From an optimization exercise on the open Yosys and OpenROAD flow, aimed at small area; shortcuts taken in it are not production practice. In this exercise RTL edits were held to simulation tests only and were not proved equivalent to the original. Power and IR drop assume default switching activity. The clock port is modelled as an ideal driver; clocking choices that lean on that would not hold on a real chip.

==> design/flow/design.v <==
`timescale 1ns/1ns
module frame_deser (
  input  logic         adc_clk,
  input  logic         dcm_reset,
  input  logic [31:0]  adc_in,
  input  logic         adc_sync,
  input  logic         adc_overrange,
  output logic [133:0] frame,
  output logic         frame_valid
);
  localparam int STAGES = 5;
  logic [1:0] slot;
  logic       valid_s1;
  logic       valid_s2;
  always_ff @(posedge adc_clk) begin
    if (dcm_reset) begin
      slot     <= '0;   
      valid_s1 <= 1'b0;
      valid_s2 <= 1'b0;
    end else begin
      slot     <= slot + 1'b1;   
      valid_s1 <= (slot == 2'd3);
      valid_s2 <= valid_s1;
    end
  end
  assign frame_valid = valid_s2;
  logic [31:0] data [STAGES];
  logic        sync [STAGES];
  logic        ovr  [STAGES];
  always_ff @(posedge adc_clk) begin
    data[0] <= adc_in;
    sync[0] <= adc_sync;
    ovr[0]  <= adc_overrange;
    for (int i = 1; i < STAGES; i++) begin
      data[i] <= data[i-1];
      sync[i] <= sync[i-1];
      ovr[i]  <= ovr[i-1];
    end
  end
  always_comb begin
    for (int n = 0; n < 4; n++) begin
      frame[102 + 8*n +: 8] = data[4-n][31:24];
      frame[70  + 8*n +: 8] = data[4-n][23:16];
      frame[38  + 8*n +: 8] = data[4-n][15:8];
      frame[6   + 8*n +: 8] = data[4-n][7:0];
      frame[2 + n]          = sync[4-n];
    end
    frame[0] = ovr[4] | ovr[3];
    frame[1] = ovr[2] | ovr[1];
  end
endmodule
`timescale 1ns/1ns
module frame_fifo (
  input  logic         adc_clk,
  input  logic         dcm_reset,
  input  logic [133:0] frame,
  input  logic         frame_valid,
  output logic [133:0] out_frame,
  output logic         out_valid,
  input  logic         out_ready,
  output logic         overflow
);
  localparam int FRAME_W    = 134;
  localparam int FIFO_DEPTH = 8;   
  logic [FRAME_W-1:0] mem [FIFO_DEPTH];
  logic [2:0]         wr_ptr;
  logic [FIFO_DEPTH-1:0] rd_sel;   
  logic [3:0]         count;   
  logic full;
  logic wr_en;
  logic rd_en;
  assign full      = count[3];
  assign out_valid = (count != '0);
  assign rd_en     = out_valid & out_ready;
  assign wr_en     = frame_valid & (~full | rd_en);
  always_comb begin
    out_frame = '0;
    for (int k = 0; k < FIFO_DEPTH; k++) begin
      out_frame = out_frame | (mem[k] & {FRAME_W{rd_sel[k]}});
    end
  end
  always_ff @(posedge adc_clk) begin
    for (int k = 0; k < FIFO_DEPTH; k++) begin
      if (wr_en && wr_ptr == 3'(k)) begin
        mem[k] <= frame;
      end
    end
  end
  always_ff @(posedge adc_clk) begin
    if (dcm_reset) begin
      wr_ptr <= '0;
      rd_sel <= FIFO_DEPTH'(1);
      count  <= '0;
    end else begin
      if (wr_en) wr_ptr <= wr_ptr + 1'b1;
      if (rd_en) rd_sel <= {rd_sel[FIFO_DEPTH-2:0], rd_sel[FIFO_DEPTH-1]};
      case ({wr_en, rd_en})
        2'b10:   count <= count + 1'b1;
        2'b01:   count <= count - 1'b1;
        default: count <= count;
      endcase
    end
  end
  always_ff @(posedge adc_clk) begin
    if (dcm_reset) begin
      overflow <= 1'b0;
    end else if (frame_valid & ~wr_en) begin
      overflow <= 1'b1;
    end
  end
endmodule
`timescale 1ns/1ns
module adc_capture_top #(
  parameter int EXTRA_REG = 1   
) (
  input  logic         adc_clk,
  input  logic         dcm_reset,
  input  logic [31:0]  adc_in,
  input  logic         adc_sync,
  input  logic         adc_overrange,
  output logic [133:0] out_frame,
  output logic         out_valid,
  input  logic         out_ready,
  output logic         overflow   
);
  logic [133:0] deser_frame;
  logic         deser_valid;   
  frame_deser u_frame_deser (
    .adc_clk       (adc_clk),
    .dcm_reset     (dcm_reset),
    .adc_in        (adc_in),
    .adc_sync      (adc_sync),
    .adc_overrange (adc_overrange),
    .frame         (deser_frame),
    .frame_valid   (deser_valid)
  );
  frame_fifo u_frame_fifo (
    .adc_clk     (adc_clk),
    .dcm_reset   (dcm_reset),
    .frame       (deser_frame),
    .frame_valid (deser_valid),
    .out_frame   (out_frame),
    .out_valid   (out_valid),
    .out_ready   (out_ready),
    .overflow    (overflow)
  );
endmodule
==> design/flow/flow/run.sh <==
#!/bin/bash
# Own flow: the standard layout (standard.sh) with three changes.
#  1. Synthesis runs synth_recipe.tcl unchanged but with an area-oriented
#     ABC mapping script (flow/abc_area_map.script) in place of ORFS's
#     abc_speed.script; registers, their names and cell types are as in the
#     standard synthesis, only the combinational mapping differs.
#  2. Ports are buffered with sky130_fd_sc_hd__buf_1.
#  3. The clock tree uses larger sink clusters and no dummy loads.
# Each step writes its full output to its own log in the work folder.
set -o pipefail
mkdir -p scripts_area
for f in "$FLOW_HOME"/scripts/*; do ln -sf "$f" scripts_area/; done
rm -f scripts_area/abc_speed.script
cp flow/abc_area_map.script scripts_area/abc_speed.script
bash standard.sh SCRIPTS_DIR=$PWD/scripts_area synth > synth.log 2>&1 || exit 1
export BUFFER_PORTS_ARGS="-buffer_cell sky130_fd_sc_hd__buf_1"
export CTS_ARGS="-sink_clustering_enable -repair_clock_nets -dont_use_dummy_load -sink_clustering_size 20 -sink_clustering_max_diameter 60 -buf_list sky130_fd_sc_hd__clkbuf_8"
bash standard.sh floorplan > floorplan.log 2>&1 || exit 1
bash standard.sh place > place.log 2>&1 || exit 1
bash standard.sh cts > cts.log 2>&1 || exit 1
bash standard.sh route > route.log 2>&1 || exit 1
bash standard.sh finish > finish.log 2>&1 || exit 1
==> design/flow/flow/abc_area_map.script <==
strash
&get -n
&fraig -x
&put
scorr
dc2
strash
&get -n
&dch -f
&nf
&put
==> design/flow/standard.sh <==
#!/bin/bash
# synth_recipe.tcl (not shown) runs the flow's synth.tcl, then flattens the netlist and writes it again
# the make line also repeats each setting of config.mk as NAME=value (left out here)
make -C /OpenROAD-flow-scripts/flow DESIGN_CONFIG=/design/flow/config.mk WORK_HOME=/design/flow/orfs CLKGATE_MAP_FILE= SYNTH_SCRIPT=/design/flow/synth_recipe.tcl "${@:-finish}"
==> design/flow/config.mk <==
export PLATFORM = sky130hd
export DESIGN_NAME = adc_capture_top
export DESIGN_NICKNAME = adc_capture_top
export VERILOG_FILES = /design/flow/design.v
export SDC_FILE = /design/flow/constraint.sdc
export NUM_CORES = 4
export LEC_CHECK = 0
export CAP_MARGIN = 20
export CORE_MARGIN = 2
export CORE_UTILIZATION = 65
export GPL_TIMING_DRIVEN = 0
export SLEW_MARGIN = 20
==> design/flow/constraint.sdc <==
create_clock -name core_clock -period 5.0 [get_ports {adc_clk}]
set_input_delay 1.0000 -clock core_clock [delete_from_list [all_inputs] [get_ports {adc_clk}]]
set_output_delay 1.0000 -clock core_clock [all_outputs]
set_load 0.01 [all_outputs]
==> results of run 1 <==
[flip-flops by register name (all words and copies together) (netlist names)]
signal	count
u_frame_fifo.count	4
u_frame_fifo.overflow	1
u_frame_fifo.rd_sel	8
u_frame_fifo.wr_ptr	3
u_frame_deser.ovr	5
u_frame_deser.valid_s1	1
u_frame_deser.slot	2
u_frame_deser.sync	5
u_frame_deser.valid_s2	1
u_frame_fifo.mem	1072
u_frame_deser.data	160
[worst max path at each step]
stage | start | to | slack (ns) | depth (start not counted)
after global placement | out_ready | u_frame_fifo.mem[1][126] | -5.16 | 5
after global routing | u_frame_fifo.rd_sel[2] | out_frame[52] | 1.05 | 6
final | u_frame_fifo.rd_sel[2] | out_frame[28] | 1.22 | 6
after floorplan | out_ready | u_frame_fifo.mem[0][0] | -1.07 | 4
after CTS | u_frame_fifo.rd_sel[2] | out_frame[3] | 1.14 | 6
after detailed placement | out_ready | u_frame_fifo.mem[6][110] | 0.97 | 10
[layout by cell type (no fill, tap or decap), types with 2 or more instances in the layout]
master,netlist,layout
nand4_1,9,9
dfxtp_4,0,8
a222oi_1,259,259
a22oi_1,143,143
nor2b_1,3,3
buf_1,0,172
edfxtp_1,1072,1072
and2_4,0,2
nor2_4,0,6
a21oi_1,12,12
nand2_1,29,29
clkbuf_8,0,73
buf_16,0,44
dfxtp_1,190,182
a21o_1,2,2
nand3_1,125,125
xor2_1,2,2
buf_12,0,33
ha_1,10,10
or2_0,2,2
clkinv_1,8,8
nor2_1,16,10
[power groups by stage]
stage               logic (W)  clock network [W]  registers, W
detailed placement   0.000207                  0        0.0118
CTS                  0.000207            0.00419        0.0116
floorplan           0.0000969                  0        0.0118
global placement     0.000172                  0        0.0119
finish               0.000203            0.00409        0.0116
global route         0.000222            0.00449        0.0116
[stage by stage]
step | utilization [%] | std cells | hold WS, ns | power (W) | area [sq um]
2_1_floorplan | - | 1894 | 0.310 | 0.0119 | 40900
3_3_place_gp | 68.8 | 2903 | 0.309 | 0.0120 | 42600
3_5_place_dp | 71.9 | 2981 | 0.312 | 0.0120 | 44500
4_1_cts | 73.5 | 3054 | 0.324 | 0.0160 | 45500
5_1_grt | 73.5 | 3055 | 0.336 | 0.0163 | 45500
6_report | 73.5 | 3055 | 0.323 | 0.0159 | 45500
[routing by layer]
metal | vias up | track usage [%] | part of all wire [%]
li1 | 8931 | - | -
met1 | 10600 | 35.9 | 39
met2 | 797 | 45.0 | 51
met3 | 115 | 4.77 | 7.9
met4 | 0 | 6.25 | 1.9
met5 | - | 0 | 0
[area by class of cell]
| class | count | area, sq um |
|---|---|---|
| inverters | 8 | 30.0 |
| multi-input cells | 624 | 4910 |
| fillers | 3660 | 16400 |
| diodes | 1 | 2.50 |
| repair buffers | 250 | 2520 |
| clock buffers | 73 | 1000 |
| flip-flops and latches | 1262 | 36000 |
| well taps | 837 | 1050 |
[logic make-up after synthesis]
| family | count (synthesis) |
|---|---|
| xor+xnor | 3 |
| buf+inv | 8 |
| compound gates | 419 |
| mux | 1 |
| flops | 1262 |
| simple gates | 190 |
| fa+ha+maj | 11 |
==> impl_results.md, run 1 <==
- H-tree depth: 3
- CP Cell Sequence: buf_12 -> buf_12 -> buf_16 -> a222oi_1 -> nand3_1 -> buf_1
- Switching Fraction: 19.0%
- Slew Limit Fails: 0
- DR iter-0 viols: 2596
- I/O Buffers: 172
- Startpoint types: register
- Reg2reg setup slack: 1.49 ns
- Core area: 0.0619 sq mm
- Global-route usage over all layers: 26.3%
- Nets: 2267
- Synth cell types: 26
- Pin count of the biggest net entering global routing: 51
- Number of global-route vias before repair: between 20000 and 25000
- Maxcap violations: 0
- Static Leak: 13.9 nW
- Width of the die: 255 um
- Area contributors post-synth: edfxtp_1 (79%), dfxtp_1 (9.3%), a222oi_1 (6.3%)
- P_int: around 0.013 W
- Arr. time, crit path: about 2.8 ns
- Final global-route overflow total: 0
- Crit path kind: reg2out
- Dpl ws: 0.973 ns
- Ports: around 170
- Worst hold path type: reg2reg
- Hpwl dp: around 50 mm
- Final hold violations: 0
- Final WL: 84.4 mm
- Critical-path top delay cell: dfxtp_4
- Synth area leader: edfxtp_1
- Logic gate share of total power: 1.3%
- CP Capture Type: primary output
- Post-synthesis instance total: between 1500 and 2000
- Post-layout min period: 3.78 ns
- Sw Pwr: around 0.003 W
- GPL Wtd Cong: 0.700
- Post-Synth Simple-Gate Area: 2.25%
- Status: timing/DRC/antenna clean
- Residual DRC count: 0
- Seq pwr share: 73.0%
- Tcrit/Tclk final: 75.7%
- Largest delay share family, worst path: buffers and inverters
- Post-synth EDFFs: about 1100
- Ys async rst share: 0%
- Fmax: 0.264 GHz
- Post-CTS Resized: 0
- FF-to-FF End: u_frame_fifo.mem[6][102]
- Share of layout cells above drive strength 1: 7.53%
- Initial antenna violation count: 1
- Worst Skew: 0.0418 ns
- Hold Startpoint: u_frame_deser.ovr[1]
- Final worst slack: around 1.2 ns
- TNS Setup: 0 ns
- Hold-fix buffer count after cts: 0
- Die area: 0.0649 sq mm
- CTS Buf Count: 73
- Power Density: approximately 350 mW/mm^2
- Post-synthesis mux area share: less than 1%
- First-pass GRT wire length: around 120 mm
- Syn avg cell area: 21.6 sq um
- Sequential share of the synthesized area: 88.0%
- P&R area growth vs syn: 11.4%
- Detailed-route via count: 20400
- Post-Synth Adder-Cell Area: 0.355%
- Compound-cell area share of the yosys netlist: 9.20%
- Via density per instance: approximately 6.7
- Post-Syn Area: slightly above 0.04 sq mm
- Top-area cell type share of the netlist area: 78.7%
- Most frequent cell after synthesis: edfxtp_1
- Flops & latches, synth: 1262
- TritonCTS clock tree: built
- Top cells by count, synth: edfxtp_1 (1072), a222oi_1 (259), dfxtp_1 (190)
- CTS max path bufs: 3
- Clock sinks: 1262
- Min-Delay Endpoint: u_frame_deser.ovr[2]
- Largest family of logic cells by synthesized area: compound AO/OA/AOI/OAI gates
- Critical Path RT: 4.00 ns
- Synth warn: 6
- WHS Path Cells: 0
- Root buf cell: clkbuf_8
- Worst path most repeated cell: buf_12
- Clk pwr share: 25.7%
- Post-CTS Setup Bufs: 0
- Worst path max stage delay: approximately 0.64 ns
- Clock latency (worst-skew pair): approximately 0.70 ns
- Critical Path Fanout Max: 49
- Slew Limit Headroom: 45.1%
- Final Setup Violations: 0
- Critical R2R Launch: u_frame_fifo.count[0]
- Routed len/inst: 27.6 um
- Routed Antenna Nets: 0
- Unrepaired setup endpoints after global routing: no
- Initial core utilization: 66.0%
- Most common flop cell mapped by yosys: edfxtp_1
- Syn_nets: 1942
- R2R cell count: 10
- Worst slew pin tran: ~0.82 ns
- Die Y: 255 um
- Xor/xnor cell area share of the yosys netlist: 0.0643%
- Reg clk slew, reported paths: ~0.11 ns
- Maximum vdd ir drop: 0.277 mV
- CP Buf/Inv Count: 4
- Number of placement rows: 91
- DRT Pass-1 Iters: 9
==> run 2, diff against run 1 <==
--- a/design/flow/config.mk
+++ b/design/flow/config.mk
@@ -9,4 +9,3 @@
 export CORE_MARGIN = 2
 export CORE_UTILIZATION = 65
-export GPL_TIMING_DRIVEN = 0
 export SLEW_MARGIN = 20
==> run 2 against run 1 <==
Synthesized area is the same; clock power barely moved; critical path depth down 2; largest power group unchanged; total power rose by 0.20%; sequential share of layout area grew 2.2 points; wire length is 2.9% higher; combinational power is 3% lower; sequential cell count is the same; count of clock-buffer cells in the layout unchanged; register-to-register slack better by 0.48 ns; final cell count shrank 1.1%.
==> impl_results.md, run 2 <==
- CP Cell Sequence: buf_4 -> a222oi_1 -> nand3_1 -> buf_1
- Met1 global-route usage: 38.8% (+2.9 points)
- Largest register by flop count: u_frame_fifo.mem
- Post-synthesis mux area share: 0.0245% (unchanged)
- Top Registers: u_frame_fifo.mem (1072), u_frame_deser.data (160), u_frame_fifo.rd_sel (8)
- Root buf cell: clkbuf_8
- Reg clk slew, reported paths: 0.11 ns (about the same)
- Post-Synth Adder-Cell Area: 0.355% (unchanged)
- Worst Hold Slack: 0.324 ns (+0.000466 ns)
- DRT Pass-1 Iters: 8 (-1)
- Area contributors post-synth: edfxtp_1 (79%), dfxtp_1 (9.3%), a222oi_1 (6.3%)
- Synth warn: 6 (unchanged)
- Nets: 2233 (-1.5%)
- Clock sinks: 1262 (unchanged)
- Final Non-Filler Cells: 3022 (-1.1%)
- Dpl ws: 1.55 ns (+0.577 ns)
- Final hold violations: 0 (unchanged)
- Maxcap violations: 0 (unchanged)
- Tcrit/Tclk final: 76.1% (+0.39 points)
- Final WL: 86.9 mm (+2.9%)
- Die area: 0.0649 sq mm (unchanged)
- Register area: 0.0360 sq mm (unchanged)
- H-tree depth: 3 (unchanged)
- Worst hold path type: reg2reg
- Worst Skew: 0.0288 ns (-0.0130 ns)
- Slew Limit Headroom: 25.7% (-19 points)
- Xor/xnor cell area share of the yosys netlist: 0.0643% (unchanged)
- Top cells by count, synth: edfxtp_1 (1072), a222oi_1 (259), dfxtp_1 (190)
- Startpoint types: register
- Via density per instance: 6.81 (+1.8%)
- Width of the die: 255 um (unchanged)
- Power Density: 359 mW/mm^2 (+3.0%)
- CP Capture Type: primary output
- GR Util met3: 3.58% (-1.2 points)
- Post-Syn Area: 0.0409 sq mm (unchanged)
- Pwr Total: 0.0159 W (+0.20%)
- Pin count of the biggest net entering global routing: 135 (+160%)
- Die Y: 255 um (unchanged)
- Post-Layout Inst Area: 0.0443 sq mm (-2.7%)
- Maximum vdd ir drop: 0.304 mV (+9.8%)
- Most common flop cell mapped by yosys: edfxtp_1
- Final worst slack: 1.20 ns (-0.0195 ns)
- Largest family of logic cells by synthesized area: compound AO/OA/AOI/OAI gates
- Commonest non-fill, non-tap cell in the layout: edfxtp_1
- CTS Buf Count: 73 (unchanged)
- Syn avg cell area: 21.6 sq um (unchanged)
- Syn_nets: 1942 (unchanged)
- Hpwl dp: 43.1 mm (-11%)
- Core area: 0.0619 sq mm (unchanged)
- Crit path kind: reg2out
- Synth cell types: 26 (unchanged)
- Arr. time, crit path: 2.80 ns (+0.02 ns)
- Number of global-route vias before repair: 20600 (+1.0%)
- Share of layout cells above drive strength 1: 6.09% (-1.4 points)
- Routed len/inst: 28.8 um (+4.1%)
- Cell area after placement: 0.0433 sq mm (-2.8%)
- Static Leak: 13.5 nW (-3.4%)
- GPL Wtd Cong: 0.729 (+4.2%)
- Top-area cell type share of the netlist area: 78.7% (unchanged)
- Most frequent cells in the layout: edfxtp_1 (1072), a222oi_1 (259), dfxtp_1 (182)
- Post-Synth Simple-Gate Area: 2.25% (unchanged)
- Final Setup Violations: 0 (unchanged)
- DR iter-0 viols: 2987 (+15%)
- Post-CTS Setup Bufs: 0 (unchanged)
- Initial core utilization: 66.0% (unchanged)
- Max reg flops: 1072 (unchanged)
- Multi-input logic area: 0.00491 sq mm (unchanged)
- Slew Limit Fails: 0 (unchanged)
- CTS max path bufs: 3 (unchanged)
- Met2 Usage GRT: 44.4% (-0.59 points)
- Final global-route overflow total: 0 (unchanged)
- Ys async rst share: 0% (unchanged)
- Post-CTS Resized: 0 (unchanged)
- Critical-path top delay cell: dfxtp_4
- Detailed-route via count: 20600 (+0.73%)
- Status: timing/DRC/antenna clean
- Post-layout min period: 3.80 ns (+0.0195 ns)
- Synth area leader: edfxtp_1
- Clock latency (worst-skew pair): 0.69 ns (about the same)
- Critical Path Fanout Max: 59 (+20%)
- I/O Buffers: 172 (unchanged)
- Post-synth EDFFs: 1072 (unchanged)
- TritonCTS clock tree: built
- Critical Path RT: 4.00 ns (about the same)
- Worst path max stage delay: 1.02 ns (+0.38 ns)
- Ports: 173 (unchanged)
- Number of placement rows: 91 (unchanged)
- Hold-fix buffer count after cts: 0 (unchanged)
- Global-route usage over all layers: 26.9% (+0.51 points)
- Most frequent cell after synthesis: edfxtp_1
- First-pass GRT wire length: 128 mm (+2.2%)
- P&R area growth vs syn: 8.38%
- Routed Antenna Nets: 0 (unchanged)
- Post-synthesis instance total: 1894 (unchanged)
- Largest delay share family, worst path: flip-flops
- Fmax: 0.263 GHz (-0.51%)
- Worst slew pin tran: 1.11 ns (+0.288 ns)
- Fillers: 3836 (+4.8%)
- Unrepaired setup endpoints after global routing: no
- Sequential share of the synthesized area: 88.0% (unchanged)
- GRT busiest layer: met2
- Inst Count DP: 2947 (-1.1%)
- Initial antenna violation count: 1 (unchanged)
- Residual DRC count: 0 (unchanged)
- Flops & latches, synth: 1262 (unchanged)
- CP Buf/Inv Count: 2 (-2)
- Compound-cell area share of the yosys netlist: 9.20% (unchanged)
## run 2: cell counts after synthesis
No cell type changed its count.
## run 2: final cells by class
cell class	instances	area share (%)
tap	837	2.36
sequential	1262	81.3
clock buffer	73	2.27
inverter	8	0.0678
timing repair buffer	216	2.91
antenna	2	0.0113
multi-input combinational	624	11.1
## run 2: final timing paths
path,start,endpoint,slack (ns),depth (start not counted)
worst min register to register,u_frame_deser.data[0][18],u_frame_deser.data[1][18],0.32,0
worst min-delay path,u_frame_deser.data[0][18],u_frame_deser.data[1][18],0.32,0
worst max register to register,u_frame_fifo.count[3],u_frame_fifo.count[3],1.97,10
worst max-delay path,u_frame_fifo.rd_sel[7],out_frame[31],1.20,4
## run 2: logic make-up after synthesis
group           count (synthesis)
mux                             1
fa+ha+maj                      11
buf+inv                         8
flops                        1262
simple gates                  190
xor+xnor                        3
compound gates                419
## run 2: power breakdown
group	total, W	leakage, nW	internal (W)	switching (W)
clock network	0.00411	0.525	0.00133	0.00279
logic	0.000197	1.71	0.0000696	0.000127
registers	0.0116	11.2	0.0115	0.000137
## run 2: per-stage QoR
step / TNS, ns / util [%]
2_1_floorplan: -1020.47 / -
3_3_place_gp: 0 / 69.9
3_5_place_dp: 0 / 69.9
4_1_cts: 0 / 71.5
5_1_grt: 0 / 71.5
6_report: 0 / 71.5
## run 2: layer usage
metal  vias to the layer above  wire (um)  share of wire, %
met5                         -          0                 0
met2                       950      43100                50
li1                       8865          -                 -
met4                         0       1630               1.9
met3                       101       7140               8.2
met1                     10700      35000                40
==> run 3, diff against run 2 <==
--- a/design/flow/design.v
+++ b/design/flow/design.v
@@ -64,12 +64,11 @@
   localparam int FIFO_DEPTH = 8;   
   logic [FRAME_W-1:0] mem [FIFO_DEPTH];
-  logic [2:0]         wr_ptr;
-  logic [FIFO_DEPTH-1:0] rd_sel;   
-  logic [3:0]         count;   
+  logic [3:0]         wr_ptr;
+  logic [3:0]         rd_ptr;
   logic full;
   logic wr_en;
   logic rd_en;
-  assign full      = count[3];
-  assign out_valid = (count != '0);
+  assign out_valid = (wr_ptr != rd_ptr);
+  assign full      = (wr_ptr == {~rd_ptr[3], rd_ptr[2:0]});
   assign rd_en     = out_valid & out_ready;
   assign wr_en     = frame_valid & (~full | rd_en);
@@ -77,10 +76,10 @@
     out_frame = '0;
     for (int k = 0; k < FIFO_DEPTH; k++) begin
-      out_frame = out_frame | (mem[k] & {FRAME_W{rd_sel[k]}});
+      out_frame = out_frame | (mem[k] & {FRAME_W{rd_ptr[2:0] == 3'(k)}});
     end
   end
   always_ff @(posedge adc_clk) begin
     for (int k = 0; k < FIFO_DEPTH; k++) begin
-      if (wr_en && wr_ptr == 3'(k)) begin
+      if (wr_en && wr_ptr[2:0] == 3'(k)) begin
         mem[k] <= frame;
       end
@@ -90,14 +89,8 @@
     if (dcm_reset) begin
       wr_ptr <= '0;
-      rd_sel <= FIFO_DEPTH'(1);
-      count  <= '0;
+      rd_ptr <= '0;
     end else begin
       if (wr_en) wr_ptr <= wr_ptr + 1'b1;
-      if (rd_en) rd_sel <= {rd_sel[FIFO_DEPTH-2:0], rd_sel[FIFO_DEPTH-1]};
-      case ({wr_en, rd_en})
-        2'b10:   count <= count + 1'b1;
-        2'b01:   count <= count - 1'b1;
-        default: count <= count;
-      endcase
+      if (rd_en) rd_ptr <= rd_ptr + 1'b1;
     end
   end
--- a/design/flow/config.mk
+++ b/design/flow/config.mk
@@ -8,4 +8,4 @@
 export CAP_MARGIN = 20
 export CORE_MARGIN = 2
-export CORE_UTILIZATION = 65
+export CORE_UTILIZATION = 88
 export SLEW_MARGIN = 20
==> run 3 against run 2 <==
The flow now stops in 3_5_place_dp; synthesized cell count fell by 1.5%; synthesized area fell by 0.42%.
==> impl_results.md, run 3 <==
- Status: did not finish
- Fail Step: 3_5_place_dp
- Err: [ERROR DPL-0033] detailed placement checks failed during check placement.
- Top cells by count, synth: edfxtp_1 (1072), a222oi_1 (268), dfxtp_1 (183)
- Most frequent cell after synthesis: edfxtp_1
- Syn_nets: 1915 (-1.4%)
- Initial core utilization: 89.5% (+24 points)
- Synth area leader: edfxtp_1
- Width of the die: 219 um (-14%)
- GPL Wtd Cong: 0.767 (+5.2%)
- Post-Syn Area: 0.0407 sq mm (-0.42%)
- Hpwl dp: 59.7 mm (+39%)
- Synth cell types: 24 (-7.7%)
- Number of placement rows: 78 (-14%)
- I/O Buffers: 172 (unchanged)
- Area contributors post-synth: edfxtp_1 (79%), dfxtp_1 (9.0%), a222oi_1 (6.6%)
- Syn avg cell area: 21.8 sq um (+1.1%)
- Sequential share of the synthesized area: 88.1% (about the same)
- Ports: 173 (unchanged)
- Post-synth EDFFs: 1072 (unchanged)
- Top-area cell type share of the netlist area: 79.1% (+0.33 points)
- Die Y: 219 um (-14%)
- Post-synthesis instance total: 1865 (-1.5%)
- Flops & latches, synth: 1255 (-0.55%)
- Most common flop cell mapped by yosys: edfxtp_1
- Synth warn: 6 (unchanged)
- Ys async rst share: 0% (unchanged)
==> run 3: power groups by stage <==
stage                   Sequential [W]  Clock [W]  Combinational (W)
after floorplan                 0.0117          0           0.000946
after global placement          0.0118          0            0.00170
==> run 3: cell families after synthesis <==
group | after synthesis | synth area share [%]
AOI/OAI and AO/OA | 413 | 9.24
and+or+nand+nor | 171 | 2.10
muxes | 1 | 0.0246
xor gates and xnor gates | 5 | 0.108
adders and majority gates | 13 | 0.400
DFF | 1255 | 88.1
buffers and inverters | 7 | 0.0645
==> run 3: stage by stage <==
| step | instances | setup slack (ns) | hold slack (ns) |
|---|---|---|---|
| 2_1_floorplan | 1865 | 0.0333 | 0.310 |
| 3_3_place_gp | 2678 | 1.40 | 0.309 |
==> run 3: worst max-delay path by stage <==
stage | from | to | slack [ns]
floorplan | out_ready | u_frame_fifo.mem[7][0] | 0.03
global placement | u_frame_fifo.rd_ptr[0] | out_frame[115] | 1.40
==> run 4, diff against run 3 <==
--- a/design/flow/config.mk
+++ b/design/flow/config.mk
@@ -8,4 +8,4 @@
 export CAP_MARGIN = 20
 export CORE_MARGIN = 2
-export CORE_UTILIZATION = 88
+export CORE_UTILIZATION = 65
 export SLEW_MARGIN = 20
==> run 4 against run 3 <==
The run now finishes clean; synthesized cell count unchanged; synthesized area unchanged.
==> impl_results.md, run 4 <==
- Routed len/inst: 28.9 um
- Post-CTS Resized: 0
- Unrepaired setup endpoints after global routing: no
- Sequential share of the synthesized area: 88.1% (unchanged)
- GPL Wtd Cong: 0.729 (-5.0%)
- R2R cell count: 6
- Width of the die: 254 um (+16%)
- Nets: 2212
- Synth cell types: 24 (unchanged)
- Worst Hold Slack: 0.304 ns
- Share of layout cells above drive strength 1: about 6.4%
- Hpwl dp: 43.2 mm (-28%)
- Top-area cell type share of the netlist area: 79.1% (unchanged)
- Reg clk slew, reported paths: about 0.12 ns
- Global-route usage over all layers: 26.8%
- Max reg flops: 1072
- Final core utilization: 71.6%
- Initial core utilization: 65.9% (-24 points)
- CP Capture Type: primary output
- Ys async rst share: 0% (unchanged)
- Post-synthesis instance total: 1865 (unchanged)
- Area contributors post-synth: edfxtp_1 (79%), dfxtp_1 (9.0%), a222oi_1 (6.6%)
- Clock sinks: 1255
- Top cells by count, synth: edfxtp_1 (1072), a222oi_1 (268), dfxtp_1 (183)
- Routed Antenna Nets: 0
- Die area: 0.0647 sq mm
- Worst hold path type: reg2reg
- Inst Count DP: 2924
- Clock latency (worst-skew pair): 0.70 ns
- Top Registers: u_frame_fifo.mem (1072), u_frame_deser.data (160)
- Reg2reg setup slack: 1.75 ns
- Syn_nets: 1915 (unchanged)
- Post-layout min period: around 4.5 ns
- Most frequent cell after synthesis: edfxtp_1
- Final hold violations: 0
- Ports: 173 (unchanged)
- Arr. time, crit path: 3.46 ns
- Flops & latches, synth: 1255 (unchanged)
- Critical Path Fanout Max: 61
- Worst slew pin tran: 1.32 ns
- Slew Limit Fails: 0
- Core area: 0.0618 sq mm
- CTS max path bufs: 3
- Critical path endpoint: out_frame[112]
- Syn avg cell area: 21.8 sq um (unchanged)
- Final WL: 86.6 mm
- Synth area leader: edfxtp_1
- Most common flop cell mapped by yosys: edfxtp_1
- First-pass GRT wire length: 127 mm
- DRT Pass-1 Iters: 10
- Post-CTS Setup Bufs: 0
- WHS Path Cells: 0
- Most frequent cells in the layout: edfxtp_1 (1072), a222oi_1 (268), dfxtp_1 (183)
- CP Launch Point: u_frame_fifo.rd_ptr[2]
- Residual DRC count: 0
- Fillers: 3764
- Fmax: 0.224 GHz
- Pin count of the biggest net entering global routing: 135
- Critical Path RT: 4.00 ns
- Commonest non-fill, non-tap cell in the layout: edfxtp_1
- Number of placement rows: 91 (+17%)
- Power Density: 393 mW/mm^2
- Number of global-route vias before repair: 20500
- Startpoint types: register
- Dpl ws: 1.30 ns
- Static Leak: 13.7 nW
- H-tree depth: 3
- TNS Setup: 0 ns
- Maximum vdd ir drop: 0.326 mV
- Via density per instance: 6.81
- Final worst slack: approximately 0.54 ns
- Post-Syn Area: 0.0407 sq mm (unchanged)
- Final Setup Violations: 0
- Maxcap violations: 0
- Status: timing/DRC/antenna clean
- TritonCTS clock tree: built
- DR iter-0 viols: around 3000
- Tcrit/Tclk final: 89.3%
- Detailed-route via count: a little over 20000
- Post-synth EDFFs: 1072 (unchanged)
- Die Y: 254 um (+16%)
- I/O Buffers: 172 (unchanged)
- Crit path kind: reg2out
- FF-to-FF End: u_frame_fifo.mem[6][131]
- CTS Buf Count: 73
- Root buf cell: clkbuf_8
- Slew Limit Headroom: 11.7%
- Final Non-Filler Cells: 2998
- Critical R2R Launch: u_frame_fifo.rd_ptr[2]
- Final global-route overflow total: 0
- Synth warn: 6 (unchanged)
- Initial antenna violation count: 2
- Largest register by flop count: u_frame_fifo.mem
- Hold-fix buffer count after cts: 0
- P&R area growth vs syn: 8.67%
- Worst Skew: about 0.034 ns
==> run 4: cell counts after synthesis <==
Identical to the previous run, type by type.
==> run 4: final cells by class <==
| type | count | area [sq um] | share of cell area [%] |
|---|---|---|---|
| diodes | 1 | 2.50 | 0.00566 |
| clock buffers | 73 | 1000 | 2.27 |
| inverters | 7 | 26.3 | 0.0594 |
| multi-input cells | 603 | 4940 | 11.2 |
| flip-flops and latches | 1255 | 35900 | 81.0 |
| well taps | 837 | 1050 | 2.37 |
| repair buffers | 222 | 1370 | 3.10 |
==> run 4: how the worst min path moves through the flow <==
stage | startpoint | to | slack [ns]
3_3_place_gp | u_frame_deser.data[0][27] | u_frame_deser.data[1][27] | 0.31
5_1_grt | u_frame_deser.data[0][21] | u_frame_deser.data[1][21] | 0.33
3_5_place_dp | u_frame_deser.data[0][13] | u_frame_deser.data[1][13] | 0.31
2_1_floorplan | u_frame_deser.data[0][0] | u_frame_deser.data[1][0] | 0.31
4_1_cts | u_frame_deser.data[0][21] | u_frame_deser.data[1][21] | 0.31
6_report | u_frame_deser.data[0][21] | u_frame_deser.data[1][21] | 0.30
==> run 4: power breakdown <==
part	internal, W	switching (W)
sequential	0.0114	0.000135
clock	0.00133	0.00277
combinational	0.000553	0.00120
==> run 4: through the flow <==
step                      total power, W  cell area [sq um]
after floorplan                   0.0127              40800
after global placement            0.0135              43200
after detailed placement          0.0136              43200
after CTS                         0.0175              44200
after global routing              0.0180              44200
final                             0.0174              44200
==> run 4: kinds of logic after synthesis <==
| kind of cell | Yosys count | share of synthesized area (%) |
|---|---|---|
| AND/OR/NAND/NOR | 171 | 2.10 |
| XOR/XNOR | 5 | 0.108 |
| adder cells (fa/ha/maj) | 13 | 0.400 |
| buffers and inverters | 7 | 0.0645 |
| multiplexers | 1 | 0.0246 |
| flip-flops | 1255 | 88.1 |
| AO/OA/AOI/OAI | 413 | 9.24 |
==> run 4: critical path, stage by stage (launching register included) <==
cell and delay, ns:
dfxtp_1 0.73, and2_4 0.98, buf_4 0.42, a22oi_1 0.13
nand3_1 0.25, buf_1 0.19
==> run 4: layer usage <==
metal	vias to the layer above	track usage, %	wire [um]
met5	-	0	14
met4	2	7.11	1540
met3	100	4.17	7440
met2	931	44.4	43100
met1	10600	38.0	34500
li1	8803	-	-
==> run 5, diff against run 4 <==
--- a/design/flow/config.mk
+++ b/design/flow/config.mk
@@ -8,4 +8,4 @@
 export CAP_MARGIN = 20
 export CORE_MARGIN = 2
-export CORE_UTILIZATION = 65
+export CORE_UTILIZATION = 80
 export SLEW_MARGIN = 20
==> run 5 against run 4 <==
Hold slack better by 0.015 ns; clock power is 1% lower; synthesized cell count stayed put; maximum frequency is 0.29% higher; combinational power hardly changed; critical path type unchanged.
==> impl_results.md, run 5 <==
- Unrepaired setup endpoints after global routing: no
- Final WL: 87.1 mm (+0.61%)
- Die area: 0.0527 sq mm (-18%)
- Detailed-route via count: 21500 (+5.1%)
- Global-route usage over all layers: 33.6% (+6.8 points)
- Tcrit/Tclk final: 89.0% (-0.26 points)
- Critical Path Fanout Max: 54 (-11%)
- Pin count of the biggest net entering global routing: 135 (unchanged)
- CP Capture Type: primary output
- Static Leak: 13.7 nW (-0.21%)
- Sequential share of the synthesized area: 88.1% (unchanged)
- Top-area cell type share of the netlist area: 79.1% (unchanged)
- Post-synthesis instance total: 1865 (unchanged)
- Ports: 173 (unchanged)
- Status: timing/DRC/antenna clean
- First-pass GRT wire length: 130 mm (+2.3%)
- R2R cell count: 6 (unchanged)
- Hpwl dp: 44.8 mm (+3.8%)
- Final Setup Violations: 0 (unchanged)
- Flops & latches, synth: 1255 (unchanged)
- Synth area leader: edfxtp_1
- Worst path max stage delay: 0.75 ns (-0.23 ns)
- Final hold violations: 0 (unchanged)
- Synth cell types: 24 (unchanged)
- Post-CTS Setup Bufs: 0 (unchanged)
- Slew Limit Headroom: 25.2% (+13 points)
- Syn_nets: 1915 (unchanged)
- Worst Skew: 0.0309 ns (-0.00344 ns)
- Cell area after placement: 0.0430 sq mm (-0.66%)
- CTS max path bufs: 3 (unchanged)
- DRT Pass-1 Iters: 11 (+1)
- Via density per instance: 7.58 (+11%)
- Post-Syn Area: 0.0407 sq mm (unchanged)
- Startpoint types: register
- Maximum vdd ir drop: 0.398 mV (+22%)
- Synth warn: 6 (unchanged)
- Top cells by count, synth: edfxtp_1 (1072), a222oi_1 (268), dfxtp_1 (183)
- Most frequent cells in the layout: edfxtp_1 (1072), a222oi_1 (268), dfxtp_1 (183)
- Slew Limit Fails: 0 (unchanged)
- CTS Buf Count: 72 (-1.4%)
- Post-Layout Inst Area: 0.0439 sq mm (-0.67%)
- Largest register by flop count: u_frame_fifo.mem
- Reg clk slew, reported paths: 0.11 ns (about the same)
- Initial antenna violation count: 1 (-1)
- Number of global-route vias before repair: 21900 (+6.9%)
- GPL Wtd Cong: 0.742 (+1.8%)
- TNS Setup: 0 ns (unchanged)
- Top Registers: u_frame_fifo.mem (1072), u_frame_deser.data (160)
- Area contributors post-synth: edfxtp_1 (79%), dfxtp_1 (9.0%), a222oi_1 (6.6%)
- Multi-input logic area: 0.00494 sq mm (unchanged)
- Reg2reg setup slack: 1.64 ns (-0.11 ns)
- CP Cell Sequence: clkinv_1 -> ha_4 -> buf_4 -> a222oi_1 -> nand3_1 -> buf_1
- Nets: 2209 (-0.14%)
- Max reg flops: 1072 (unchanged)
- Residual DRC count: 0 (unchanged)
- H-tree depth: 3 (unchanged)
- Root buf cell: clkbuf_8
- Hold-fix buffer count after cts: 0 (unchanged)
- Clock sinks: 1255 (unchanged)
- Power Density: 395 mW/mm^2 (+0.56%)
- P&R area growth vs syn: 7.94%
- Fmax: 0.225 GHz (+0.29%)
- Fillers: 1979 (-47%)
- Crit path kind: reg2out
- Register area: 0.0359 sq mm (unchanged)
- Critical-path top delay cell: dfxtp_1
- Commonest non-fill, non-tap cell in the layout: edfxtp_1
- Final core utilization: 87.6% (+16 points)
- Routed Antenna Nets: 0 (unchanged)
- Routed len/inst: 30.8 um (+6.6%)
- Post-synth EDFFs: 1072 (unchanged)
- Width of the die: 230 um (-9.7%)
- Critical Path RT: 4.00 ns (about the same)
- Worst slew pin tran: 1.12 ns (-0.202 ns)
- Final global-route overflow total: 0 (unchanged)
- Ys async rst share: 0% (unchanged)
- WHS Path Cells: 0 (unchanged)
- DR iter-0 viols: 3834 (+26%)
- Clock latency (worst-skew pair): 0.71 ns (about the same)
- Min-Delay Endpoint: u_frame_deser.ovr[1]
- Critical R2R Launch: u_frame_fifo.rd_ptr[2]
- Hold Startpoint: u_frame_deser.ovr[0]
- Most common flop cell mapped by yosys: edfxtp_1
- Worst hold path type: reg2reg
- Number of placement rows: 82 (-9.9%)
- Core area: 0.0502 sq mm (-19%)
- Post-layout min period: 4.45 ns (-0.0128 ns)
- Most frequent cell after synthesis: edfxtp_1
- FF-to-FF End: u_frame_fifo.mem[0][55]
- Maxcap violations: 0 (unchanged)
- Post-CTS Resized: 0 (unchanged)
- Share of layout cells above drive strength 1: 6.31% (-0.13 points)
- Syn avg cell area: 21.8 sq um (unchanged)
- I/O Buffers: 172 (unchanged)
- Die Y: 230 um (-9.7%)
- TritonCTS clock tree: built
- Arr. time, crit path: 3.45 ns (about the same)
- Initial core utilization: 81.2% (+15 points)
-- run 5: cell count changes in the layout (fill, tap and decap cells not counted) --
cell	before	now
clkbuf_8	73	72
buf_4	22	25
buf_12	28	23
-- run 5: final cells by class --
type	instances	share of cell area [%]
Multi-Input combinational cell	603	11.2
Antenna cell	1	0.00569
Clock buffer	72	2.25
Sequential cell	1255	81.6
Inverter	7	0.0598
Timing Repair Buffer	220	2.94
Tap cell	672	1.91
-- run 5: cells by family after synthesis --
family	count (synthesis)	share of synthesized area [%]
AOI/OAI and AO/OA	413	9.24
xor gates and xnor gates	5	0.108
adders and majority gates	13	0.400
buffers and inverters	7	0.0645
DFF	1255	88.1
muxes	1	0.0246
and+or+nand+nor	171	2.10
-- run 5: per-stage QoR --
stage / worst slack, ns / hold slack, ns / power (W) / std cells
2_1_floorplan: 0.0333 / 0.310 / 0.0127 / 1865
3_3_place_gp: 1.52 / 0.309 / 0.0135 / 2757
3_5_place_dp: 1.41 / 0.312 / 0.0135 / 2757
4_1_cts: 0.518 / 0.321 / 0.0174 / 2829
5_1_grt: 0.467 / 0.327 / 0.0179 / 2830
6_report: 0.548 / 0.319 / 0.0174 / 2830
-- run 5: worst max-delay path, delay by kind of cell, from the launching register on --
kind / cells / cell delay [ns]
AO/OA/AOI/OAI: 1 / 0.55
AND/OR/NAND/NOR: 1 / 0.16
flip-flops: 1 / 0.75
buffers and inverters: 3 / 0.80
adder cells (fa/ha/maj): 1 / 0.46
-- run 5: metal layers --
layer  global-route usage (%)  vias to the layer above  wire (um)
li1                         -                     8795          -
met1                     47.0                    10800      30300
met2                     54.6                     1671      43700
met3                     5.85                      203      10400
met4                     13.1                        0       2600
met5                        0                        -          0
-- run 5: how the worst max path moves through the flow --
stage                                start                      to  slack (ns)
finish              u_frame_fifo.rd_ptr[2]          out_frame[113]        0.55
global route        u_frame_fifo.rd_ptr[2]          out_frame[113]        0.47
CTS                 u_frame_fifo.rd_ptr[2]          out_frame[113]        0.52
detailed placement  u_frame_fifo.rd_ptr[2]          out_frame[113]        1.41
global placement    u_frame_fifo.rd_ptr[2]           out_frame[22]        1.52
floorplan                        out_ready  u_frame_fifo.mem[7][0]        0.03
-- run 5: power breakdown --
group / switching [W] / internal (W) / total (W)
Clock: 0.00275 / 0.00131 / 0.00406
Sequential: 0.000143 / 0.0114 / 0.0116
Combinational: 0.00121 / 0.000550 / 0.00176
Total: 0.00410 / 0.0133 / 0.0174
==> run 6, diff against run 5 <==
--- a/design/flow/config.mk
+++ b/design/flow/config.mk
@@ -9,3 +9,4 @@
 export CORE_MARGIN = 2
 export CORE_UTILIZATION = 80
+export PLACE_DENSITY = 0.7
 export SLEW_MARGIN = 20
==> run 6 against run 5 <==
Wire length did not move; register-to-register slack about the same; setup slack unchanged; highest routed layer unchanged; sequential power about the same; synthesized area did not move; still clean on timing, DRC and antenna; non-clock buffer count did not move; global-route usage stayed put; combinational power hardly changed.
==> impl_results.md, run 6 <==
- Maximum vdd ir drop: 0.398 mV (unchanged)
- Status: timing/DRC/antenna clean
- Nets: 2209 (unchanged)
- Arr. time, crit path: 3.45 ns (about the same)
- Slew Limit Headroom: 25.2% (unchanged)
- Critical Path RT: 4.00 ns (about the same)
- Worst Skew: 0.0309 ns (unchanged)
- Final WL: 87.1 mm (unchanged)
- Detailed-route via count: 21500 (unchanged)
- Reg clk slew, reported paths: 0.11 ns (about the same)
- Ys async rst share: 0% (unchanged)
- Largest register by flop count: u_frame_fifo.mem
- Fmax: 0.225 GHz (unchanged)
- Critical R2R Launch: u_frame_fifo.rd_ptr[2]
- Final hold violations: 0 (unchanged)
- Worst slew pin tran: 1.12 ns (unchanged)
- Hpwl dp: 44.8 mm (unchanged)
- Post-Layout Inst Area: 0.0439 sq mm (unchanged)
- Final worst slack: 0.548 ns (unchanged)
- Most frequent cells in the layout: edfxtp_1 (1072), a222oi_1 (268), dfxtp_1 (183)
- Most frequent cell after synthesis: edfxtp_1
- Syn avg cell area: 21.8 sq um (unchanged)
- Hold Startpoint: u_frame_deser.ovr[0]
- Final Non-Filler Cells: 2830 (unchanged)
- CP Buf/Inv Count: 3 (unchanged)
- Maxcap violations: 0 (unchanged)
- Root buf cell: clkbuf_8
- Post-CTS Resized: 0 (unchanged)
- Top cells by count, synth: edfxtp_1 (1072), a222oi_1 (268), dfxtp_1 (183)
- Pin count of the biggest net entering global routing: 135 (unchanged)
- Dpl ws: 1.41 ns (unchanged)
- Inst Count DP: 2757 (unchanged)
- DR iter-0 viols: 3834 (unchanged)
- Post-synthesis instance total: 1865 (unchanged)
- Die Y: 230 um (unchanged)
- CTS Buf Count: 72 (unchanged)
- I/O Buffers: 172 (unchanged)
- Clock sinks: 1255 (unchanged)
- Crit path kind: reg2out
- Clock latency (worst-skew pair): 0.71 ns (about the same)
- Initial antenna violation count: 1 (unchanged)
- Power Density: 395 mW/mm^2 (unchanged)
- Synth cell types: 24 (unchanged)
- R2R cell count: 6 (unchanged)
- Via density per instance: 7.58 (unchanged)
- CP Cell Sequence: clkinv_1 -> ha_4 -> buf_4 -> a222oi_1 -> nand3_1 -> buf_1
- Number of placement rows: 82 (unchanged)
- Ports: 173 (unchanged)
- Post-layout min period: 4.45 ns (unchanged)
- Cell area after placement: 0.0430 sq mm (unchanged)
- Initial core utilization: 81.2% (unchanged)
- Worst hold path type: reg2reg
- Post-Syn Area: 0.0407 sq mm (unchanged)
- TNS Setup: 0 ns (unchanged)
- Area contributors post-synth: edfxtp_1 (79%), dfxtp_1 (9.0%), a222oi_1 (6.6%)
- Top Registers: u_frame_fifo.mem (1072), u_frame_deser.data (160)
- Worst path max stage delay: 0.75 ns (about the same)
- Routed len/inst: 30.8 um (unchanged)
- FF-to-FF End: u_frame_fifo.mem[0][55]
- First-pass GRT wire length: 130 mm (unchanged)
- Flops & latches, synth: 1255 (unchanged)
- Largest delay share family, worst path: buffers and inverters
- Critical-path top delay cell: dfxtp_1
- Min-Delay Endpoint: u_frame_deser.ovr[1]
- Share of layout cells above drive strength 1: 6.31% (unchanged)
- Final Setup Violations: 0 (unchanged)
- CTS max path bufs: 3 (unchanged)
- P&R area growth vs syn: 7.94% (unchanged)
- Final core utilization: 87.6% (unchanged)
- Residual DRC count: 0 (unchanged)
- Startpoint types: register
- Unrepaired setup endpoints after global routing: no
- Commonest non-fill, non-tap cell in the layout: edfxtp_1
- Hold-fix buffer count after cts: 0 (unchanged)
- Number of global-route vias before repair: 21900 (unchanged)
- Global-route usage over all layers: 33.6% (unchanged)
- CP Capture Type: primary output
- Slew Limit Fails: 0 (unchanged)
- Routed Antenna Nets: 0 (unchanged)
- Width of the die: 230 um (unchanged)
- Max reg flops: 1072 (unchanged)
- WHS Path Cells: 0 (unchanged)
- Synth warn: 6 (unchanged)
- Post-CTS Setup Bufs: 0 (unchanged)
- DRT Pass-1 Iters: 11 (unchanged)
- TritonCTS clock tree: built
- H-tree depth: 3 (unchanged)
- Post-synth EDFFs: 1072 (unchanged)
- Sequential share of the synthesized area: 88.1% (unchanged)
- Synth area leader: edfxtp_1
- Core area: 0.0502 sq mm (unchanged)
- Static Leak: 13.7 nW (unchanged)
- Reg2reg setup slack: 1.64 ns (about the same)
- Final global-route overflow total: 0 (unchanged)
- Stages on the worst setup path: 6 (unchanged)
- Die area: 0.0527 sq mm (unchanged)
- GPL Wtd Cong: 0.742 (unchanged)
- Tcrit/Tclk final: 89.0% (unchanged)
- Top-area cell type share of the netlist area: 79.1% (unchanged)
- Syn_nets: 1915 (unchanged)
- Most common flop cell mapped by yosys: edfxtp_1
- Critical Path Fanout Max: 54 (unchanged)
==> run 6: how the worst max path moves through the flow <==
stage                             end                   start
2_1_floorplan  u_frame_fifo.mem[7][0]               out_ready
3_3_place_gp            out_frame[22]  u_frame_fifo.rd_ptr[2]
3_5_place_dp           out_frame[113]  u_frame_fifo.rd_ptr[2]
4_1_cts                out_frame[113]  u_frame_fifo.rd_ptr[2]
5_1_grt                out_frame[113]  u_frame_fifo.rd_ptr[2]
6_report               out_frame[113]  u_frame_fifo.rd_ptr[2]
==> run 6: layout make-up <==
cell class / count / area [sq um]
Tap cell: 672 / 841
Sequential cell: 1255 / 35900
Fill cell: 1979 / 6220
Timing Repair Buffer: 220 / 1290
Inverter: 7 / 26.3
Antenna cell: 1 / 2.50
Clock buffer: 72 / 991
Multi-Input combinational cell: 603 / 4940
==> run 6: power by group <==
group          internal (W)  leakage [nW]  total (W)  switching, W
Sequential           0.0114          11.2     0.0116      0.000143
Combinational      0.000550          2.03    0.00176       0.00121
Clock               0.00131         0.518    0.00406       0.00275
==> run 6: logic make-up (layout without fill, tap and decap cells) <==
logic type,Yosys count,in the layout,synth area share (%)
muxes,1,1,0.0246
AOI/OAI and AO/OA,413,413,9.24
DFF,1255,1255,88.1
buffers and inverters,7,299,0.0645
and+or+nand+nor,171,171,2.10
other,0,1,0
adders and majority gates,13,13,0.400
xor gates and xnor gates,5,5,0.108
==> run 6: metrics by stage <==
step	hold slack [ns]	power (W)
6_report	0.319	0.0174
5_1_grt	0.327	0.0179
4_1_cts	0.321	0.0174
3_5_place_dp	0.312	0.0135
3_3_place_gp	0.309	0.0135
2_1_floorplan	0.310	0.0127
==> run 6: layer usage <==
metal / up-vias / wire (um) / global-route usage, % / part of all wire [%]
li1: 8795 / - / - / -
met1: 10800 / 30300 / 47.0 / 35
met2: 1671 / 43700 / 54.6 / 50
met3: 203 / 10400 / 5.85 / 12
met4: 0 / 2600 / 13.1 / 3.0
met5: - / 0 / 0 / 0
==> run 7, diff against run 6 <==
--- a/design/flow/flow/run.sh
+++ b/design/flow/flow/run.sh
@@ -15,5 +15,5 @@
 bash standard.sh SCRIPTS_DIR=$PWD/scripts_area synth > synth.log 2>&1 || exit 1
 export BUFFER_PORTS_ARGS="-buffer_cell sky130_fd_sc_hd__buf_1"
-export CTS_ARGS="-sink_clustering_enable -repair_clock_nets -dont_use_dummy_load -sink_clustering_size 20 -sink_clustering_max_diameter 60 -buf_list sky130_fd_sc_hd__clkbuf_8"
+export CTS_ARGS="-sink_clustering_enable -repair_clock_nets -dont_use_dummy_load -sink_clustering_size 30 -sink_clustering_max_diameter 100"
 bash standard.sh floorplan > floorplan.log 2>&1 || exit 1
 bash standard.sh place > place.log 2>&1 || exit 1
--- a/design/flow/config.mk
+++ b/design/flow/config.mk
@@ -8,5 +8,4 @@
 export CAP_MARGIN = 20
 export CORE_MARGIN = 2
-export CORE_UTILIZATION = 80
-export PLACE_DENSITY = 0.7
+export CORE_UTILIZATION = 65
 export SLEW_MARGIN = 20
==> run 7 against run 6 <==
Wire length down 1.2%; highest routed layer unchanged; setup slack better by 0.079 ns; total power rose by 2.2%; clock skew is 0.0023 ns higher; combinational power barely moved; die area increased by 23%; synthesized cell count unchanged.
==> impl_results.md, run 7 <==
- Status: timing/DRC/antenna clean
- Final hold violations: 0 (unchanged)
- Post-layout min period: 4.37 ns (-0.0793 ns)
- Largest register by flop count: u_frame_fifo.mem
- Number of global-route vias before repair: 20300 (-7.3%)
- H-tree depth: 2 (-1)
- Ys async rst share: 0% (unchanged)
- Power Density: 400 mW/mm^2 (+1.1%)
- Post-CTS Setup Bufs: 0 (unchanged)
- Final global-route overflow total: 0 (unchanged)
- Worst Skew: 0.0333 ns (+0.00234 ns)
- Fillers: 3730 (+88%)
- Root buf cell: clkbuf_16
- Worst slew pin tran: 1.33 ns (+0.204 ns)
- Syn avg cell area: 21.8 sq um (unchanged)
- Final Setup Violations: 0 (unchanged)
- Clock sinks: 1255 (unchanged)
- Post-synth EDFFs: 1072 (unchanged)
- Final worst slack: 0.627 ns (+0.0793 ns)
- Slew Limit Headroom: 11.6% (-14 points)
- Crit path kind: reg2out
- Critical-path top delay cell: and2_4
- Post-Layout Inst Area: 0.0444 sq mm (+1.1%)
- Number of placement rows: 91 (+11%)
- Core area: 0.0618 sq mm (+23%)
- Top cells by count, synth: edfxtp_1 (1072), a222oi_1 (268), dfxtp_1 (183)
- Post-synthesis instance total: 1865 (unchanged)
- Critical Path RT: 4.00 ns (about the same)
- CTS max path bufs: 3 (unchanged)
- Top Registers: u_frame_fifo.mem (1072), u_frame_deser.data (160)
- TritonCTS clock tree: built
- Unrepaired setup endpoints after global routing: no
- Synth cell types: 24 (unchanged)
- R2R cell count: 6 (unchanged)
- Pin count of the biggest net entering global routing: 135 (unchanged)
- # diodes: 0 (-1)
- Share of layout cells above drive strength 1: 5.30% (-1.0 points)
- Fmax: 0.229 GHz (+1.8%)
- Via density per instance: 6.87 (-9.3%)
- CP Capture Type: primary output
- Hpwl dp: 43.2 mm (-3.6%)
- Synth area leader: edfxtp_1
- Most frequent cell after synthesis: edfxtp_1
- Area contributors post-synth: edfxtp_1 (79%), dfxtp_1 (9.0%), a222oi_1 (6.6%)
- Startpoint types: register
- Post-CTS Resized: 0 (unchanged)
- Max reg flops: 1072 (unchanged)
- Sequential share of the synthesized area: 88.1% (unchanged)
- Global-route usage over all layers: 26.6% (-7.0 points)
- Worst path max stage delay: 0.97 ns (+0.22 ns)
- Cell area after placement: 0.0432 sq mm (+0.66%)
- Final WL: 86.1 mm (-1.2%)
- CTS Buf Count: 47 (-35%)
- GPL Wtd Cong: 0.729 (-1.8%)
- Ports: 173 (unchanged)
- TNS Setup: 0 ns (unchanged)
- Multi-input logic area: 0.00494 sq mm (unchanged)
- CP Cell Sequence: and2_4 -> buf_4 -> a22oi_1 -> nand3_1 -> buf_1
- Most common flop cell mapped by yosys: edfxtp_1
- Width of the die: 254 um (+11%)
- Routed Antenna Nets: 0 (unchanged)
- Post-Syn Area: 0.0407 sq mm (unchanged)
- Maxcap violations: 0 (unchanged)
- Slew Limit Fails: 0 (unchanged)
- Critical Path Fanout Max: 61 (+13%)
- WHS Path Cells: 0 (unchanged)
- Nets: 2186 (-1.0%)
- Flops & latches, synth: 1255 (unchanged)
- Top-area cell type share of the netlist area: 79.1% (unchanged)
- Synth warn: 6 (unchanged)
- I/O Buffers: 172 (unchanged)
- Reg clk slew, reported paths: 0.11 ns (about the same)
- Dpl ws: 1.30 ns (-0.115 ns)
- Syn_nets: 1915 (unchanged)
- Die area: 0.0647 sq mm (+23%)
- Initial antenna violation count: 0 (-1)
- Register area: 0.0359 sq mm (unchanged)
- First-pass GRT wire length: 126 mm (-2.6%)
- Static Leak: 13.8 nW (+0.61%)
- Hold-fix buffer count after cts: 0 (unchanged)
- P&R area growth vs syn: 9.09%
- Maximum vdd ir drop: 0.374 mV (-6.1%)
- Residual DRC count: 0 (unchanged)
- DRT Pass-1 Iters: 7 (-4)
- Routed len/inst: 29.0 um (-5.9%)
- DR iter-0 viols: 3210 (-16%)
- Die Y: 254 um (+11%)
- Initial core utilization: 65.9% (-15 points)
- Detailed-route via count: 20400 (-4.8%)
- Arr. time, crit path: 3.37 ns (-0.08 ns)
- Tcrit/Tclk final: 87.5% (-1.6 points)
- Commonest non-fill, non-tap cell in the layout: edfxtp_1
- Worst hold path type: reg2reg
- Most frequent cells in the layout: edfxtp_1 (1072), a222oi_1 (268), dfxtp_1 (183)
- Clock latency (worst-skew pair): 0.63 ns (-0.08 ns)
==> run 7: kinds of logic after synthesis <==
logic type	synth area share, %
AO/OA/AOI/OAI	9.24
XOR/XNOR	0.108
adder cells (fa/ha/maj)	0.400
buffers and inverters	0.0645
flip-flops	88.1
multiplexers	0.0246
AND/OR/NAND/NOR	2.10
==> run 7: final cells by class <==
type,instances,share of cell area [%]
clock buffers,47,2.65
inverters,7,0.0592
multi-input cells,603,11.1
flip-flops and latches,1255,80.7
well taps,837,2.36
repair buffers,222,3.09
==> run 7: metal layers <==
| metal | part of all wire [%] | routed length (um) | global-route usage [%] | vias to the layer above |
|---|---|---|---|---|
| li1 | - | - | - | 8766 |
| met1 | 40 | 34700 | 38.0 | 10700 |
| met2 | 50 | 42800 | 44.4 | 908 |
| met3 | 8.0 | 6910 | 3.78 | 92 |
| met4 | 1.9 | 1670 | 6.17 | 0 |
| met5 | 0 | 0 | 0 | - |
==> run 7: report_power, final <==
group,internal (W),switching (W)
clock,0.00170,0.00276
sequential,0.0114,0.000135
combinational,0.000553,0.00120
total,0.0137,0.00409
==> run 7: worst paths after layout <==
path                                           startpoint                   endpoint  slack (ns)
worst max register to register     u_frame_fifo.rd_ptr[2]   u_frame_fifo.mem[6][131]        1.78
worst min-delay path            u_frame_deser.data[0][25]  u_frame_deser.data[1][25]        0.34
worst min register to register  u_frame_deser.data[0][25]  u_frame_deser.data[1][25]        0.34
worst max-delay path               u_frame_fifo.rd_ptr[2]             out_frame[112]        0.63
==> run 7: critical path: cells and delay by family, from the launching register on <==
| family | cells | cell delay (ns) |
|---|---|---|
| AND/OR/NAND/NOR | 2 | 1.22 |
| flip-flops | 1 | 0.73 |
| buffers and inverters | 2 | 0.61 |
| AO/OA/AOI/OAI | 1 | 0.13 |
==> run 7: through the flow <==
step           instances  util (%)  power, W  hold WS (ns)
6_report            2971      71.8    0.0178         0.337
5_1_grt             2971      71.8    0.0183         0.340
4_1_cts             2971      71.8    0.0179         0.337
3_5_place_dp        2924      69.9    0.0136         0.312
3_3_place_gp        2924      69.9    0.0135         0.311
2_1_floorplan       1865         -    0.0127         0.310
==> run 8, diff against run 7 <==
--- a/design/flow/flow/run.sh
+++ b/design/flow/flow/run.sh
@@ -15,5 +15,5 @@
 bash standard.sh SCRIPTS_DIR=$PWD/scripts_area synth > synth.log 2>&1 || exit 1
 export BUFFER_PORTS_ARGS="-buffer_cell sky130_fd_sc_hd__buf_1"
-export CTS_ARGS="-sink_clustering_enable -repair_clock_nets -dont_use_dummy_load -sink_clustering_size 30 -sink_clustering_max_diameter 100"
+export CTS_ARGS="-sink_clustering_enable -repair_clock_nets -dont_use_dummy_load -sink_clustering_size 18 -sink_clustering_max_diameter 55 -buf_list sky130_fd_sc_hd__clkbuf_8"
 bash standard.sh floorplan > floorplan.log 2>&1 || exit 1
 bash standard.sh place > place.log 2>&1 || exit 1
--- a/design/flow/config.mk
+++ b/design/flow/config.mk
@@ -8,4 +8,4 @@
 export CAP_MARGIN = 20
 export CORE_MARGIN = 2
-export CORE_UTILIZATION = 65
+export CORE_UTILIZATION = 80
 export SLEW_MARGIN = 20
==> run 8 against run 7 <==
Still clean on timing, DRC and antenna; utilization rose by 16 points; non-clock buffer count fell by 2; design area fell by 0.83%; clock power fell by 5.4%; critical path depth rose by 1; total power fell by 1.2%; sequential cell count did not move.
==> impl_results.md, run 8 <==
- Die Y: 230 um (-9.7%)
- Critical Path RT: 4.00 ns (about the same)
- DRT Pass-1 Iters: 12 (+5)
- Compound-cell area share of the yosys netlist: 9.24% (unchanged)
- Routed len/inst: 31.0 um (+7.2%)
- Max reg flops: 1072 (unchanged)
- Syn_nets: 1915 (unchanged)
- Detailed-route via count: 21600 (+5.6%)
- Slew Limit Fails: 0 (unchanged)
- Core area: 0.0502 sq mm (-19%)
- Fmax: 0.225 GHz (-1.4%)
- Post-layout min period: 4.44 ns (+0.0631 ns)
- Post-Synth Simple-Gate Area: 2.10% (unchanged)
- WHS Path Cells: 0 (unchanged)
- Number of placement rows: 82 (-9.9%)
- Worst slew pin tran: 1.04 ns (-0.288 ns)
- P&R area growth vs syn: 8.18%
- Most frequent cell after synthesis: edfxtp_1
- Final hold violations: 0 (unchanged)
- CTS Buf Count: 79 (+68%)
- Routed Antenna Nets: 0 (unchanged)
- Crit path kind: reg2out
- Post-Syn Area: 0.0407 sq mm (unchanged)
- R2R cell count: 6 (unchanged)
- Share of layout cells above drive strength 1: 6.61% (+1.3 points)
- Maximum vdd ir drop: 0.384 mV (+2.5%)
- Unrepaired setup endpoints after global routing: no
- Commonest non-fill, non-tap cell in the layout: edfxtp_1
- GPL Wtd Cong: 0.742 (+1.8%)
- Synth area leader: edfxtp_1
- Pin count of the biggest net entering global routing: 135 (unchanged)
- Flops & latches, synth: 1255 (unchanged)
- Sequential share of the synthesized area: 88.1% (unchanged)
- Xor/xnor cell area share of the yosys netlist: 0.108% (unchanged)
- Post-CTS Setup Bufs: 0 (unchanged)
- Static Leak: 13.8 nW (-0.24%)
- Initial core utilization: 81.2% (+15 points)
- Status: timing/DRC/antenna clean
- Pwr Total: 0.0175 W (-1.2%)
- Area contributors post-synth: edfxtp_1 (79%), dfxtp_1 (9.0%), a222oi_1 (6.6%)
- Post-synthesis mux area share: 0.0246% (unchanged)
- Post-synth EDFFs: 1072 (unchanged)
- First-pass GRT wire length: 130 mm (+3.3%)
- Hold-fix buffer count after cts: 0 (unchanged)
- Most frequent cells in the layout: edfxtp_1 (1072), a222oi_1 (268), dfxtp_1 (183)
- Post-Synth Adder-Cell Area: 0.399% (unchanged)
- Die area: 0.0527 sq mm (-18%)
- Post-CTS Resized: 0 (unchanged)
- Final Setup Violations: 0 (unchanged)
- Hold Startpoint: u_frame_deser.ovr[0]
- TritonCTS clock tree: built
- Clock sinks: 1255 (unchanged)
- Largest register by flop count: u_frame_fifo.mem
- Final WL: 88.1 mm (+2.3%)
- Arr. time, crit path: 3.44 ns (+0.07 ns)
- Final core utilization: 87.8% (+16 points)
- Top cells by count, synth: edfxtp_1 (1072), a222oi_1 (268), dfxtp_1 (183)
- Top-area cell type share of the netlist area: 79.1% (unchanged)
- Worst Hold Slack: 0.313 ns (-0.0247 ns)
- Critical Path Fanout Max: 54 (-11%)
- Startpoint types: register
- FF-to-FF End: u_frame_fifo.mem[0][127]
- Ys async rst share: 0% (unchanged)
- Most common flop cell mapped by yosys: edfxtp_1
- Final global-route overflow total: 0 (unchanged)
- Ports: 173 (unchanged)
- Cell area after placement: 0.0430 sq mm (-0.66%)
- TNS Setup: 0 ns (unchanged)
- Worst hold path type: reg2reg
- Top Registers: u_frame_fifo.mem (1072), u_frame_deser.data (160)
- Number of global-route vias before repair: 21700 (+6.9%)
- Clock latency (worst-skew pair): 0.69 ns (+0.06 ns)
- Width of the die: 230 um (-9.7%)
- Tcrit/Tclk final: 88.7% (+1.3 points)
- CTS max path bufs: 3 (unchanged)
- Post-synthesis instance total: 1865 (unchanged)
- Synth cell types: 24 (unchanged)
- Min-Delay Endpoint: u_frame_deser.ovr[1]
- Post-Layout Inst Area: 0.0440 sq mm (-0.83%)
- Power Density: 398 mW/mm^2 (-0.38%)
- Initial antenna violation count: 2 (+2)
- Residual DRC count: 0 (unchanged)
- Critical R2R Launch: u_frame_fifo.rd_ptr[2]
- Largest family of logic cells by synthesized area: compound AO/OA/AOI/OAI gates
- DR iter-0 viols: 4126 (+29%)
- I/O Buffers: 172 (unchanged)
- Maxcap violations: 0 (unchanged)
- Synth warn: 6 (unchanged)
- Nets: 2216 (+1.4%)
- Root buf cell: clkbuf_8
- Worst Skew: 0.0349 ns (+0.00169 ns)
- Slew Limit Headroom: 30.8% (+19 points)
- Syn avg cell area: 21.8 sq um (unchanged)
- Reg clk slew, reported paths: 0.10 ns (about the same)
- Hpwl dp: 44.8 mm (+3.8%)
- CP Capture Type: primary output
- H-tree depth: 3 (+1)
- Reg2reg setup slack: 1.61 ns (-0.17 ns)
- Via density per instance: 7.61 (+11%)
- Global-route usage over all layers: 33.8% (+7.2 points)
==> run 8: cells by family after synthesis <==
| family | after synthesis |
|---|---|
| AOI/OAI and AO/OA | 413 |
| xor gates and xnor gates | 5 |
| adders and majority gates | 13 |
| buffers and inverters | 7 |
| DFF | 1255 |
| muxes | 1 |
| and+or+nand+nor | 171 |
==> run 8: report_power, final <==
group / switching, W / internal [W] / leakage, nW
Clock: 0.00279 / 0.00143 / 0.568
Sequential: 0.000144 / 0.0114 / 11.2
Combinational: 0.00122 / 0.000550 / 2.03
Total: 0.00415 / 0.0134 / 13.8
==> run 8: metrics by stage <==
| stage | cells | setup WS, ns |
|---|---|---|
| floorplan | 1865 | 0.0333 |
| global placement | 2757 | 1.52 |
| detailed placement | 2757 | 1.41 |
| CTS | 2836 | 0.533 |
| global route | 2837 | 0.484 |
| finish | 2837 | 0.564 |
==> run 8: worst max path at each step <==
stage | end | depth (start not counted) | startpoint
floorplan | u_frame_fifo.mem[7][0] | 2 | out_ready
global placement | out_frame[22] | 5 | u_frame_fifo.rd_ptr[2]
detailed placement | out_frame[113] | 6 | u_frame_fifo.rd_ptr[2]
CTS | out_frame[113] | 6 | u_frame_fifo.rd_ptr[2]
global route | out_frame[113] | 6 | u_frame_fifo.rd_ptr[2]
finish | out_frame[113] | 6 | u_frame_fifo.rd_ptr[2]
==> run 8: area by class of cell <==
class | count | area, sq um
sequential | 1255 | 35900
fill | 1962 | 6130
multi-input combinational | 603 | 4940
timing repair buffer | 220 | 1290
clock buffer | 79 | 1090
tap | 672 | 841
inverter | 7 | 26.3
antenna | 1 | 2.50
==> run 8: worst max-delay path: stages (launching register included) <==
cell and delay [ns]:
dfxtp_1 0.74, clkinv_1 0.25, ha_4 0.45, buf_4 0.40, a222oi_1 0.53, nand3_1 0.16, buf_1 0.16
==> run 8: routing by layer <==
metal / global-route usage [%] / wire (um) / up-vias
li1: - / - / 8813
met1: 47.7 / 30500 / 10800
met2: 54.5 / 44300 / 1715
met3: 5.91 / 10300 / 216
met4: 13.1 / 2920 / 2
met5: 0 / 13 / -

-- what the ideal ports hide --
In the flow no input, the clock included, has a driving cell. The finished layouts below were timed again as built, in two steps.
Step 1 assumes that a clkbuf_16 drives the clock port and a buf_2 every other input.
Step 2 times the ports against the registers' clock, not the clock port: input delays grow and output delays shrink by t, the midpoint of the rising clock arrivals with the driver on.
a / b / c = ideal / step 1 / step 2; a / b = the first two.
run	t, ns	setup WS [ns]	hold slack, ns
run 1	0.736	1.215 / 1.155 / 1.006	0.323 / 0.323 / 0.323
run 2	0.740	1.196 / 1.137 / 1.547	0.324 / 0.324 / 0.324
run 4	0.742	0.535 / 0.473 / 1.214	0.304 / 0.304 / 0.304
run 5	0.744	0.548 / 0.494 / 1.239	0.319 / 0.319 / 0.319
run 6	0.744	0.548 / 0.494 / 1.239	0.319 / 0.319 / 0.319
run 7	0.683	0.627 / 0.560 / 1.244	0.337 / 0.337 / 0.337
run 8	0.734	0.564 / 0.510 / 1.244	0.313 / 0.313 / 0.313
After both steps every run listed still meets setup and hold. The setup slack of run 1, which loses most, moves by -0.060 ns with the drivers and by -0.209 ns with both steps.
